What follows belongs to an exercise in optimizing a design on an open flow for small area, a short achievable clock period and few clock cycles per item; a production flow would make more cautious choices. Function was checked by simulation only, so behaviour that the tests miss may differ from the original.

==> job 2692: inputs <==
## pe
module pe (
    input  logic                          clk,
    input  logic                          i_reset,
    input  logic                          i_input_ready,
    input  logic                          i_mode,
    input  logic [pe_pkg::TILE_W-1:0]     i_in,
    input  logic [pe_pkg::TILE_W-1:0]     i_w,
    input  logic [pe_pkg::TILE_ELEMS-1:0] i_in_mask,
    input  logic [pe_pkg::TILE_ELEMS-1:0] i_w_mask,
    output logic                          o_ready,
    output logic                          o_result_valid,
    output logic [pe_pkg::DATA_W-1:0]     o_result
);
==> flow/config.mk <==
export PLATFORM = sky130hd
export DESIGN_NAME = pe
export DESIGN_NICKNAME = pe
export VERILOG_FILES = /design/flow/design.v
export SDC_FILE = /design/flow/constraint.sdc
export NUM_CORES = 4
export LEC_CHECK = 0
export ABC_AREA = 1
export CAP_MARGIN = 20
export CORE_MARGIN = 2
export CORE_UTILIZATION = 40
export SLEW_MARGIN = 20
==> flow/constraint.sdc <==
create_clock -name core_clock -period 11.0 [get_ports {clk}]
set_input_delay 2.2000 -clock core_clock [delete_from_list [all_inputs] [get_ports {clk}]]
set_output_delay 2.2000 -clock core_clock [all_outputs]
set_load 0.01 [all_outputs]
standard.sh (not shown) runs the stock make flow with config.mk's settings and CLKGATE_MAP_FILE= SYNTH_SCRIPT=/design/flow/synth_recipe.tcl, a recipe that flattens the netlist after the stock synthesis.
==> flow/flow/run.sh <==
#!/bin/bash
set -euo pipefail
export BUFFER_PORTS_ARGS="-buffer_cell sky130_fd_sc_hd__buf_1"
export SETUP_SLACK_MARGIN=6.5
bash standard.sh finish > standard_flow.log 2>&1
==> job 9660: changes against job 2692 <==
==> flow/run.sh (new file) <==
#!/bin/bash
# synth_recipe.tcl (not shown) runs the flow's synth.tcl, then flattens the netlist and writes it again
# the make line also repeats each setting of config.mk as NAME=value (left out here)
make -C /OpenROAD-flow-scripts/flow DESIGN_CONFIG=/design/flow/config.mk WORK_HOME=/design/flow/orfs CLKGATE_MAP_FILE= SYNTH_SCRIPT=/design/flow/synth_recipe.tcl finish
removed: flow/flow/run.sh
removed: flow/standard.sh
==> impl_metrics.yaml <==
sta:
  fin_hold_ws_ns: 0.398
  layout_min_cycle_time_ns: 4.58
  fmax_mhz: 218
final_layout:
  drive_above_1_share_pct: 6.22
  final_util_pct: 45.8
detailed_routing:
  wl_per_cell_um: 32.3
  via_per_inst: 6.07
critical_path:
  path_cells: "buf_1 > nand2_1 > inv_1 > nor2_2 > nand3_2 > nand2_2 > inv_1 > nor2_1 > nor3_1 > nand2b_1 > nor2_1 > nand2_1 > nand2_1"
  r2r_start: "u_mac_accumulator.act_q0[16]$_DFF_P_"
placed_design:
  dpl.hpwl_um: 172000
outcome:
  status: "no timing/DRC/antenna violations"
The numbers above come from job 2692.

==> impl_metrics.yaml <==
outcome:
  status: "no timing/DRC/antenna violations"
critical_path:
  path_cells: "clkdlybuf4s50_1 > nand2_1 > nand2_2 > nor2_2 > nor2_1 > nand2_1 > o21ai_0 > inv_1 > nand2_1 > nand4_1 > a211oi_1 > nand4_1"
  r2r_start: "u_mac_accumulator.neg_q1[1]$_DFF_P_"
  crit_family: "simple AND/OR/NAND/NOR gates"
sta:
  fmax_mhz: 179
  fin_hold_ws_ns: 0.395
  layout_min_cycle_time_ns: 5.59
detailed_routing:
  via_per_inst: 6.02
  antenna_left: 0
  wl_per_cell_um: 32.1
global_routing:
  grt_pass1_vias: 38800
placed_design:
  dpl.hpwl_um: 171000
final_layout:
  final_util_pct: 50.1
The numbers above come from job 9660.

Testbench counts of job 2692, summed over its fixed seeds: cycles 14,712, items 4,000.
Testbench counts of job 9660, summed over its fixed seeds: cycles 14,712, items 4,000.


==> 05-13 <==
Another version of the RTL of pe (not shown whole).
Settings: LEC_CHECK=0, ABC_AREA=1, CAP_MARGIN=20, CORE_MARGIN=2, CORE_UTILIZATION=40, SLEW_MARGIN=20; clock period 11.0 ns.
==> flow/flow/run.sh <==
#!/bin/bash
set -euo pipefail
export BUFFER_PORTS_ARGS="-buffer_cell sky130_fd_sc_hd__buf_1"
export SETUP_SLACK_MARGIN=7.0
bash standard.sh finish > standard_flow.log 2>&1
==> 05-28: changes against 05-13 <==
==> flow/flow/run.sh (replaced) <==
#!/bin/bash
set -euo pipefail
export BUFFER_PORTS_ARGS="-buffer_cell sky130_fd_sc_hd__buf_1"
export SETUP_SLACK_MARGIN=6.5
bash standard.sh finish > standard_flow.log 2>&1
==> results.yml <==
sta:
  hold-worst-slack_ns: 0.425
outcome:
  status: "no timing/DRC/antenna violations"
layout:
  drive_gt1_frac: 0.0798
  n_clock_buffer: 53
setup_path:
  rr_worst_depth: 15
  cp-start-kind: "input pin"
# the run above: 05-28

==> results.yml <==
setup_path:
  cp.required_ns: 11.53
  cp_data_arrival_time_ns: 4.66
  cp-start-kind: "flop"
placement:
  io_buffers: 697
sta:
  hold-worst-slack_ns: 0.422
outcome:
  status: "no timing/DRC/antenna violations"
layout:
  drive_gt1_frac: 0.138
  n_clock_buffer: 47
# the run above: 05-13

Testbench counts of 05-13, summed over its fixed seeds: cycles 14,712, items 4,000.
Testbench counts of 05-28, summed over its fixed seeds: cycles 14,712, items 4,000.


==> run a: inputs <==
pe, a different RTL version from the one above (not shown whole).
clock: 11.0 ns
lec_check: 0
abc_area: 1
cap_margin: 20
core_margin: 2
core_utilization: 40
slew_margin: 20
==> flow/flow/run.sh <==
#!/bin/bash
set -euo pipefail
export BUFFER_PORTS_ARGS="-buffer_cell sky130_fd_sc_hd__buf_1"
export SETUP_SLACK_MARGIN=6.5
bash standard.sh finish > standard_flow.log 2>&1
==> run b (differences from run a) <==
--- a/flow/design.v
+++ b/flow/design.v
@@ -165,18 +165,17 @@
     logic [35:0] row_q2;
     logic [35:0] acc;
     logic [35:0] acc_in;
     logic [35:0] s1;
     logic [35:0] c1;
     logic [35:0] acc_s;
     logic [35:0] c2;
     logic [35:0] acc_c;
-    logic          valid_q;
-    logic          valid_qq;
+    logic          reset_q;
     logic          last_q;
     logic          last_qq;
     logic          clr_q;
     logic p0_0_1;
     logic p0_0_2;
     logic p0_0_3;
     logic p0_0_4;
     logic p0_0_5;
@@ -1295,19 +1294,19 @@
     logic c1118;
     logic s1119;
     logic c1120;
     logic s1121;
     logic c1122;
     logic s1123;
     logic c1124;
     always_ff @(posedge clk) begin
-        act_q0 <= ~i_act[19:0];
+        act_q0 <= ~(i_act[19:0] & {20{i_valid}});
         wgt_q0 <= i_wgt[19:0];
-        act_q1 <= ~i_act[39:20];
+        act_q1 <= ~(i_act[39:20] & {20{i_valid}});
         wgt_q1 <= i_wgt[39:20];
     end
     assign one_q0[0] = ~(wgt_q0[0] ^ 1'b0);
     assign two_q0[0] = ~((wgt_q0[1] & ~wgt_q0[0] & ~1'b0) | (~wgt_q0[1] & wgt_q0[0] & 1'b0));
     assign neg_q0[0] = wgt_q0[1];
     assign one_q0[1] = ~(wgt_q0[2] ^ wgt_q0[1]);
     assign two_q0[1] = ~((wgt_q0[3] & ~wgt_q0[2] & ~wgt_q0[1]) | (~wgt_q0[3] & wgt_q0[2] & wgt_q0[1]));
     assign neg_q0[1] = wgt_q0[3];
@@ -2242,30 +2241,29 @@
     assign row2[34] = c1120;
     assign row2[35] = c1122;
     always_ff @(posedge clk) begin
         row_q0 <= row0;
         row_q1 <= row1;
         row_q2 <= row2;
     end
     always_ff @(posedge clk) begin
-        if (valid_qq) acc <= acc_s + acc_c;
+        acc <= acc_s + acc_c;
     end
     assign acc_in = clr_q ? '0 : acc;
     for (genvar i = 0; i < 36; i++) begin : g_csa
         pe_fa u_fa1 (.a(acc_in[i]), .b(row_q0[i]), .c(row_q1[i]), .s(s1[i]), .co(c1[i]));
         pe_fa u_fa2 (.a(s1[i]), .b(i == 0 ? 1'b0 : c1[i-1]), .c(row_q2[i]), .s(acc_s[i]), .co(c2[i]));
     end
     assign acc_c = {c2[34:0], 1'b0};
     always_ff @(posedge clk) begin
-        valid_q        <= !i_reset && i_valid;
-        valid_qq       <= !i_reset && valid_q;
+        reset_q        <= i_reset;
         last_q         <= !i_reset && i_last;
         last_qq        <= !i_reset && last_q;
-        clr_q          <= i_reset || last_qq || (clr_q && !valid_qq);
+        clr_q          <= i_reset || reset_q || last_qq;
         o_result_valid <= !i_reset && last_qq;
     end
     assign o_result = acc[35:16];
 endmodule
 module pe_fa (input logic a, input logic b, input logic c, output logic s, output logic co);
     assign s  = a ^ b ^ c;
     assign co = (a & b) | (a & c) | (b & c);
 endmodule
==> flow/config.mk (replaced) <==
export PLATFORM = sky130hd
export DESIGN_NAME = pe
export DESIGN_NICKNAME = pe
export VERILOG_FILES = /design/flow/design.v
export SDC_FILE = /design/flow/constraint.sdc
export NUM_CORES = 4
export LEC_CHECK = 0
export ABC_AREA = 1
export CAP_MARGIN = 20
export CORE_MARGIN = 2
export CORE_UTILIZATION = 40
export SLEW_MARGIN = 50
==> notes <==
Against run b, the wire length of run a is larger by about 2%.
Against run b, the maximum frequency of run a is smaller by about 2%.
Clock skew: run b is higher than run a (0.0036 ns).
In run b the die area is smaller than in run a, by about 0.3%.
Between run a and run b, the lower utilization is in run a (gap 0.32 points).
Testbench counts of run a, summed over its fixed seeds: cycles 14,712, items 4,000.
Testbench counts of run b, summed over its fixed seeds: cycles 14,712, items 4,000.

[port drivers added, routing unchanged]
No port has a modelled driver above. Below, the same layouts with a new extraction and two added sets of constraints.
Step 1 assumes that a clkbuf_16 drives the clock port and a buf_2 every other input.
Step 2 also shifts input and output timing later by t, the mid clock arrival at the registers, as if the neighbouring blocks saw the same clock.
Slacks: ideal / step 1 / step 2; pairs: ideal / step 1.
run	t, ns	setup WS [ns]	clock arrival spread, ns
job 2692	0.655	6.418 / 6.453 / 5.798	0.042 / 0.042
job 9660	0.650	5.406 / 5.435 / 4.785	0.034 / 0.034
05-13	0.655	6.870 / 6.870 / 6.243	0.035 / 0.035
05-28	0.645	6.511 / 6.531 / 5.887	0.031 / 0.031
run a	0.645	6.353 / 6.405 / 5.761	0.036 / 0.037
run b	0.659	6.446 / 6.505 / 5.845	0.043 / 0.043
After both steps every run listed still meets setup and hold. The setup slack of 05-13, which loses most, moves by 0.000 ns with the drivers and by -0.627 ns with both steps.
